From an optimization exercise on the open Yosys and OpenROAD flow, aimed at small area, a short achievable clock period and few clock cycles per item; shortcuts taken in it are not production practice. In this exercise RTL edits were held to simulation tests only and were not proved equivalent to the original.

Design neurona_mac, start of the top module:
module neurona_mac #(
    parameter int Signo     = 1,
    parameter int Magnitud  = 7,
    parameter int Precision = 24,
    parameter int Width     = Signo + Magnitud + Precision,
    parameter int NEntradas = 4
) (
    input  logic             CLK,
    input  logic             RST,
    input  logic             Inicio,
    input  logic [Width-1:0] Sesgo,
    input  logic             EntradaValida,
    input  logic [Width-1:0] Entrada,
    input  logic [Width-1:0] Peso,
    output logic             Ocupado,
    output logic             Listo,
    output logic [Width-1:0] Salida,
    output logic             Error
);
clock: 13.5 ns
lec_check: 0
cap_margin: 20
core_margin: 2
core_utilization: 40
slew_margin: 20
synth_hierarchical: 1
tns_end_percent: 0
standard.sh (not shown) runs the stock make flow with config.mk's settings and CLKGATE_MAP_FILE= SYNTH_SCRIPT=/design/flow/synth_recipe.tcl, a recipe that flattens the netlist after the stock synthesis.
==> flow/flow/run.sh <==
#!/bin/bash
set -euo pipefail
MARGIN=$(cat flow/margin.txt)
bash standard.sh SETUP_SLACK_MARGIN=$MARGIN \
  "BUFFER_PORTS_ARGS=-buffer_cell sky130_fd_sc_hd__buf_1" \
  finish > orfs_make.log 2>&1
==> flow/flow/margin.txt <==
9.7
Testbench counts at the start, summed over its fixed seeds: cycles 3,584, items 512.
==> next run, changes <==
--- a/flow/design.v
+++ b/flow/design.v
@@ -1686,41 +1686,82 @@
         wire [8:0] pt1 = pa[63:55] + pb[63:55] + 9'd1;
         wire       povf = ph_c31 ? !((&pt1) || !(|pt1)) : !((&pt0) || !(|pt0));
     wire [34:0] smax = acc_q + 35'h07FFFFFFF;
     wire [34:0] smin = acc_q + 35'h780000000;
     wire [34:0] ssat = sg2_q ? smin : smax;
     wire [34:0] acc_d = povf ? ssat : sraw;
     wire        osat = !((&ssat[34:31]) || !(|ssat[34:31]));
     wire [32:0] craw = oraw ? {1'b1, sraw_neg ? 32'h80000000 : 32'h7FFFFFFF} : {1'b0, sraw[31:0]};
     wire [32:0] csat = osat ? {1'b1, ssat[34] ? 32'h80000000 : 32'h7FFFFFFF} : {1'b0, ssat[31:0]};
     wire [32:0] cfin = povf ? csat : craw;
+    localparam bit SELMOD = 0;
+    localparam bit TAIL = 1;
+    wire [31:0] salida_d;
+    wire [31:0] satk0 = {st0[3], {31{~st0[3]}}};
+    wire [31:0] satk1 = {st1[3], {31{~st1[3]}}};
+    genvar gb;
+    generate
+        if (SELMOD) begin : g_selmod
+            for (gb = 0; gb < 32; gb++) begin : g_sel
+                neurona_mac_selb u_selb (.s(sraw[gb]), .c(c31), .o0(ovf0), .o1(ovf1), .k0(satk0[gb]),
+                                         .k1(satk1[gb]), .pv(povf), .cs(csat[gb]), .en(fin),
+                                         .q(salida_q[gb]), .y(salida_d[gb]));
+            end
+        end else if (TAIL) begin : g_tail
+            for (gb = 0; gb < 4; gb++) begin : g_sl
+                neurona_mac_sal8 u_sal8 (.s(sraw[8*gb+7:8*gb]), .cs(csat[8*gb+7:8*gb]),
+                                         .q(salida_q[8*gb+7:8*gb]), .k0(satk0[8*gb+7:8*gb]),
+                                         .k1(satk1[8*gb+7:8*gb]), .c(c31), .o0(ovf0), .o1(ovf1),
+                                         .pv(povf), .en(fin), .y(salida_d[8*gb+7:8*gb]));
+            end
+        end
+    endgenerate
     always_ff @(posedge CLK) begin
         if (libre_q) acc_q <= {{3{Sesgo[31]}}, Sesgo};
         else if (v2_q || GATE) acc_q <= acc_d;
     end
     always_ff @(posedge CLK or posedge RST) begin
         if (RST) begin
             err_q    <= 1'b0;
             salida_q <= 32'd0;
             error_q  <= 1'b0;
         end else begin
             if (libre_q) err_q <= 1'b0;
             else if (v2_q || GATE) err_q <= err_q | povf;
-            if (fin) salida_q <= cfin[31:0];
+            salida_q <= salida_d;
             if (fin) error_q <= err_q | povf | cfin[32];
         end
     end
     assign Ocupado = ocupado_q;
     assign Listo   = listo_q;
     assign Salida  = salida_q;
     assign Error   = error_q;
 endmodule
+module neurona_mac_sal8 (
+    input  logic [7:0] s,
+    input  logic [7:0] cs,
+    input  logic [7:0] q,
+    input  logic [7:0] k0,
+    input  logic [7:0] k1,
+    input  logic       c,
+    input  logic       o0,
+    input  logic       o1,
+    input  logic       pv,
+    input  logic       en,
+    output logic [7:0] y
+);
+    logic       sel;
+    logic [7:0] k;
+    assign sel = c ? o1 : o0;
+    assign k   = c ? k1 : k0;
+    assign y   = !en ? q : pv ? cs : sel ? k : s;
+endmodule
 module neurona_mac_fa (
     input  logic a,
     input  logic b,
     input  logic c,
     output logic s,
     output logic co
 );
     assign s  = a ^ b ^ c;
     assign co = (a & b) | (a & c) | (b & c);
 endmodule
Wire length climbs by about 4%.
Hold slack stays flat.
Register-to-register slack is worse by 230 ps.
Design area climbs by about 3.5%.
Clock-buffer cell count rises by 10.
Testbench counts after the change, summed over its fixed seeds: cycles 3,584, items 512.

neurona_mac, a different RTL version from the one above (not shown whole).
Size in the first run: roughly 330 flip-flops, ~140 I/O pins, roughly 0.034 mm^2 of cells after synthesis.
clock: 13.5 ns
lec_check: 0
cap_margin: 20
core_margin: 2
core_utilization: 40
slew_margin: 20
synth_hierarchical: 1
tns_end_percent: 0
Scripts as last shown in full above: flow/flow/run.sh, flow/flow/margin.txt
Testbench counts at the start, summed over its fixed seeds: cycles 3,584, items 512.
Then changed:
--- a/flow/design.v
+++ b/flow/design.v
@@ -42,55 +42,62 @@
             listo_q   <= fin;
             if (libre_q) cuenta_q <= 3'd0;
             else if (toma) cuenta_q <= cuenta_q + 3'd1;
             v1_q <= toma;
             l1_q <= toma && (cuenta_q == 3'(NEntradas - 1));
             v2_q <= v1_q;
             l2_q <= l1_q;
         end
     end
     localparam bit GATE = 1;
     localparam bit GATE_NEG = 0;   
+    localparam bit GATE_DIG = 0;   
     logic [31:0] e1_q;
     logic        sg1_q;
-    logic [31:0] e1n_q;
-    always_ff @(posedge CLK) e1n_q <= ~Entrada;
     logic [15:0] one1_q, two1_q, neg1_q;
     logic [32:0] wx;
     logic [15:0] one_d, two_d;
     assign wx = {Peso, 1'b0};
     always_comb begin
         for (int i = 0; i < 16; i++) begin
             one_d[i] = wx[2*i+1] ^ wx[2*i];
             two_d[i] = (wx[2*i+2] & ~wx[2*i+1] & ~wx[2*i]) | (~wx[2*i+2] & wx[2*i+1] & wx[2*i]);
         end
     end
     always_ff @(posedge CLK) begin
         sg1_q  <= Entrada[31] ^ Peso[31];
-        e1_q   <= Entrada;
-        one1_q <= one_d & {16{toma}};
-        two1_q <= two_d & {16{toma}};
+        e1_q   <= toma ? Entrada : 32'd0;
+        one1_q <= one_d;
+        two1_q <= two_d;
         for (int i = 0; i < 16; i++) neg1_q[i] <= Peso[2*i+1];
     end
+    logic [15:0] onen1_q, twon1_q, negn1_q;
+    always_ff @(posedge CLK) begin
+        onen1_q <= ~(one_d & {16{toma | !GATE_DIG}});
+        twon1_q <= ~(two_d & {16{toma | !GATE_DIG}});
+        for (int i = 0; i < 16; i++) negn1_q[i] <= ~(Peso[2*i+1] & (toma | !GATE_NEG));
+    end
     logic [33:0] ex, ey;
     assign ex = {e1_q[31], e1_q, 1'b0};
-    assign ey = {~e1n_q[31], ~e1n_q, 1'b0};
-    localparam int SPLIT = 99;   
+    assign ey = ex;
+    localparam int SPLIT = 17;   
     logic [32:0] pp [16];
     always_comb begin
         for (int i = 0; i < 16; i++)
             for (int j = 0; j < 33; j++)
                 if (i < 8)
                     pp[i][j] = ((one1_q[i] & ex[j+1]) | (two1_q[i] & ex[j])) ^ neg1_q[i];
-                else
+                else if (j < SPLIT)
                     pp[i][j] = ((one1_q[i] & ey[j+1]) | (two1_q[i] & ey[j])) ^ neg1_q[i];
+                else
+                    pp[i][j] = ((~onen1_q[i] & ey[j+1]) | (~twon1_q[i] & ey[j])) ^ ~negn1_q[i];
     end
     wire pps0 = ~pp[0][32];
     wire pps1 = ~pp[1][32];
     wire pps2 = ~pp[2][32];
     wire pps3 = ~pp[3][32];
     wire pps4 = ~pp[4][32];
     wire pps5 = ~pp[5][32];
     wire pps6 = ~pp[6][32];
     wire pps7 = ~pp[7][32];
     wire pps8 = ~pp[8][32];
     wire pps9 = ~pp[9][32];
Effect: Via count came out higher by 0.37%; first-iteration DRC count increases by 2.1%; critical path depth is lower by 1; routed wire length went down by 1.7%; die area stays flat; core utilization grows by 0.43 points; sequential share of layout area drops by 0.57 points; worst setup slack is worse by 0.059 ns; area after synthesis hardly moves; global-route usage came out lower by 0.52 points.
Testbench counts after the change, summed over its fixed seeds: cycles 3,584, items 512.

== v18 ==
neurona_mac, a different RTL version from the one above (not shown whole).
Size: about 3100 cells after synthesis, about 290 flip-flops, about 140 I/O pins.
clock: 13.5 ns
lec_check: 0
cap_margin: 20
core_margin: 2
core_utilization: 40
slew_margin: 20
synth_hierarchical: 1
tns_end_percent: 0
==> flow/flow/run.sh <==
#!/bin/bash
set -euo pipefail
MARGIN=$(cat flow/margin.txt)
bash standard.sh SETUP_SLACK_MARGIN=$MARGIN \
  "BUFFER_PORTS_ARGS=-buffer_cell sky130_fd_sc_hd__buf_2" \
  finish > orfs_make.log 2>&1
Scripts as last shown in full above: flow/flow/margin.txt
v18 finished every step from synthesis to the final layout, and the layout passed the timing, DRC and antenna checks.
Testbench counts of v18, summed over its fixed seeds: cycles 3,584, items 512.
diff inputs: v18 => v5
--- a/flow/design.v
+++ b/flow/design.v
@@ -45,33 +45,33 @@
             v1_q <= toma;
             l1_q <= toma && (cuenta_q == 3'(NEntradas - 1));
             v2_q <= v1_q;
             l2_q <= l1_q;
         end
     end
     localparam bit GATE = 1;
-    localparam bit GATE_NEG = 1;   
+    localparam bit GATE_NEG = 0;   
     logic [31:0] e1_q;
     logic        sg1_q;
     logic [15:0] one1_q, two1_q, neg1_q;
     logic [32:0] wx;
     logic [15:0] one_d, two_d;
     assign wx = {Peso, 1'b0};
     always_comb begin
         for (int i = 0; i < 16; i++) begin
             one_d[i] = wx[2*i+1] ^ wx[2*i];
             two_d[i] = (wx[2*i+2] & ~wx[2*i+1] & ~wx[2*i]) | (~wx[2*i+2] & wx[2*i+1] & wx[2*i]);
         end
     end
     always_ff @(posedge CLK) begin
         sg1_q  <= Entrada[31] ^ Peso[31];
-        e1_q   <= toma ? Entrada : 32'd0;
-        one1_q <= toma ? one_d : 16'd0;
-        two1_q <= toma ? two_d : 16'd0;
-        for (int i = 0; i < 16; i++) neg1_q[i] <= toma & Peso[2*i+1];
+        e1_q   <= Entrada;
+        one1_q <= one_d & {16{toma}};
+        two1_q <= two_d & {16{toma}};
+        for (int i = 0; i < 16; i++) neg1_q[i] <= Peso[2*i+1];
     end
     logic [33:0] ex, ey;
     assign ex = {e1_q[31], e1_q, 1'b0};
     assign ey = ex;
     localparam int SPLIT = 99;   
     logic [32:0] pp [16];
     always_comb begin
Notes after the runs:
v5: full flow OK, the timing, DRC and antenna checks passed
In v5, the number of cells traversed by the worst register-to-register path came out 6 below the value in v18.
Summary of v5 over v18: post-synthesis to final-layout area growth has increased; routed wire length rose by 1.0%.
Compared with v18, in v5 sequential share of layout area lost 0.16 points; non-clock buffer count increased by 22 relative to the old numbers.
Looking at critical path required time, v5 sits 0.03 ns below v18.
Measured against each other, v5 and v18 differ in compound-cell area share of the yosys netlist, the lower figure coming from v18.
v5 leaves less setup margin than v18.
Per the comparison of v5 with v18, setup slack on the worst flop-to-flop path shrank by 0.12 ns, total of fill cells in the finished design down about 1%, global routing met3 resource utilization increased by 0.24 points relative to the old numbers, post-synth design cell area did not really move.
Testbench counts of v5, summed over its fixed seeds: cycles 3,584, items 512.

neurona_mac, a different RTL version from the one above (not shown whole).
Size: roughly 3100 cells after synthesis, about 320 flip-flops, roughly 32000 sq um of cells after synthesis.
export LEC_CHECK = 0
export CAP_MARGIN = 20
export CORE_MARGIN = 2
export CORE_UTILIZATION = 40
export SLEW_MARGIN = 20
export SYNTH_HIERARCHICAL = 1
export TNS_END_PERCENT = 0
create_clock -name core_clock -period 13.5 [get_ports {CLK}]
==> flow/flow/run.sh <==
#!/bin/bash
set -euo pipefail
MARGIN=$(cat flow/margin.txt)
bash standard.sh SETUP_SLACK_MARGIN=$MARGIN \
  "BUFFER_PORTS_ARGS=-buffer_cell sky130_fd_sc_hd__buf_4" \
  finish > orfs_make.log 2>&1
Scripts as last shown in full above: flow/flow/margin.txt
Testbench counts at the start, summed over its fixed seeds: cycles 3,584, items 512.
Rerun with:
--- a/flow/design.v
+++ b/flow/design.v
@@ -41,23 +41,22 @@
             ocupado_q <= acepta || (!libre_q && !fin);
             listo_q   <= fin;
             if (libre_q) cuenta_q <= 3'd0;
             else if (toma) cuenta_q <= cuenta_q + 3'd1;
             v1_q <= toma;
             l1_q <= toma && (cuenta_q == 3'(NEntradas - 1));
             v2_q <= v1_q;
             l2_q <= l1_q;
         end
     end
     localparam bit GATE = 1;
-    localparam bit GATE_NEG = 0;   
     logic [31:0] e1_q;
     logic        sg1_q;
     logic [15:0] one1_q, two1_q, neg1_q;
     logic [32:0] wx;
     logic [15:0] one_d, two_d;
     assign wx = {Peso, 1'b0};
     always_comb begin
         for (int i = 0; i < 16; i++) begin
             one_d[i] = wx[2*i+1] ^ wx[2*i];
             two_d[i] = (wx[2*i+2] & ~wx[2*i+1] & ~wx[2*i]) | (~wx[2*i+2] & wx[2*i+1] & wx[2*i]);
         end
@@ -65,28 +64,28 @@
     always_ff @(posedge CLK) begin
         sg1_q  <= Entrada[31] ^ Peso[31];
         e1_q   <= Entrada;
         one1_q <= one_d & {16{toma}};
         two1_q <= two_d & {16{toma}};
         for (int i = 0; i < 16; i++) neg1_q[i] <= Peso[2*i+1];
     end
     logic [15:0] onen1_q, twon1_q, negn1_q;
     always_ff @(posedge CLK) begin
         onen1_q <= ~(one_d & {16{toma | !GATE}});
         twon1_q <= ~(two_d & {16{toma | !GATE}});
-        for (int i = 0; i < 16; i++) negn1_q[i] <= ~(Peso[2*i+1] & (toma | !GATE_NEG));
+        for (int i = 0; i < 16; i++) negn1_q[i] <= ~(Peso[2*i+1] & (toma | !GATE));
     end
     logic [33:0] ex, ey;
     assign ex = {e1_q[31], e1_q, 1'b0};
     assign ey = ex;
-    localparam int SPLIT = 17;
+    localparam int SPLIT = 99;
     logic [32:0] pp [16];
     always_comb begin
         for (int i = 0; i < 16; i++)
             for (int j = 0; j < 33; j++)
                 if (i < 8)
                     pp[i][j] = ((one1_q[i] & ex[j+1]) | (two1_q[i] & ex[j])) ^ neg1_q[i];
                 else if (j < SPLIT)
                     pp[i][j] = ((one1_q[i] & ey[j+1]) | (two1_q[i] & ey[j])) ^ neg1_q[i];
                 else
                     pp[i][j] = ((~onen1_q[i] & ey[j+1]) | (~twon1_q[i] & ey[j])) ^ ~negn1_q[i];
     end
@@ -1698,23 +1697,23 @@
     wire [8:0] pt0 = pa[63:55] + pb[63:55];
         wire [8:0] pt1 = pa[63:55] + pb[63:55] + 9'd1;
         wire       povf = ph_c31 ? !((&pt1) || !(|pt1)) : !((&pt0) || !(|pt0));
     wire [34:0] smax = acc_q + 35'h07FFFFFFF;
     wire [34:0] smin = acc_q + 35'h780000000;
     wire [34:0] ssat = sg2_q ? smin : smax;
     wire [34:0] acc_d = povf ? ssat : sraw;
     wire        osat = !((&ssat[34:31]) || !(|ssat[34:31]));
     wire [32:0] craw = oraw ? {1'b1, sraw_neg ? 32'h80000000 : 32'h7FFFFFFF} : {1'b0, sraw[31:0]};
     wire [32:0] csat = osat ? {1'b1, ssat[34] ? 32'h80000000 : 32'h7FFFFFFF} : {1'b0, ssat[31:0]};
     wire [32:0] cfin = povf ? csat : craw;
-    localparam bit SELMOD = 0;
+    localparam bit SELMOD = 1;
     wire [31:0] salida_d;
     wire [31:0] satk0 = {st0[3], {31{~st0[3]}}};
     wire [31:0] satk1 = {st1[3], {31{~st1[3]}}};
     genvar gb;
     generate
         for (gb = 0; gb < 32; gb++) begin : g_sel
             neurona_mac_selb u_selb (.s(sraw[gb]), .c(c31), .o0(ovf0), .o1(ovf1), .k0(satk0[gb]),
                                      .k1(satk1[gb]), .pv(povf), .cs(csat[gb]), .en(fin),
                                      .q(salida_q[gb]), .y(salida_d[gb]));
         end
     endgenerate
After rerunning: Area after synthesis goes up by 4.2%; register-to-register slack is about the same; synthesized cell count goes up by 7.1%; routed wire length goes up by 13%.
Testbench counts after the change, summed over its fixed seeds: cycles 3,584, items 512.

==> what the ideal ports hide <==
No port has a modelled driver above. Below, the same layouts with a new extraction and two added sets of constraints. Step 1 sets driving cells, clkbuf_16 on the clock port and buf_2 on the other inputs (assumed; they add their load-dependent delay and slew). Step 2 adds t to the input delays and takes it off the output delays; t is the mean of the earliest and latest rising clock arrival at the registers after step 1. Input paths then give back, and output paths get back, about the clock's delay inside the block. Slacks: no drivers / after step 1 / after step 2; pairs: no drivers / after step 1.
run	t (ns)	setup WS [ns]	worst slew at a driven data input, ns
the first run of note 1	0.624	9.589 / 9.585 / 9.090	0.09
the second run of note 1	0.635	9.363 / 9.363 / 9.001	0.11
the first run of note 2	0.638	9.359 / 9.359 / 9.266	0.05
the second run of note 2	0.641	9.300 / 9.300 / 9.300	0.05
v18	0.629	9.548 / 9.548 / 9.016	0.12
v5	0.614	9.423 / 9.423 / 9.423	0.06
the first run of note 4	0.639	9.280 / 9.280 / 8.782	0.06
the second run of note 4	0.640	9.280 / 9.280 / 9.280	0.07
After both steps setup and hold are still met in every run listed. For v18, which loses most, drivers alone change the setup slack by 0.000 ns; drivers and shift together by -0.532 ns.
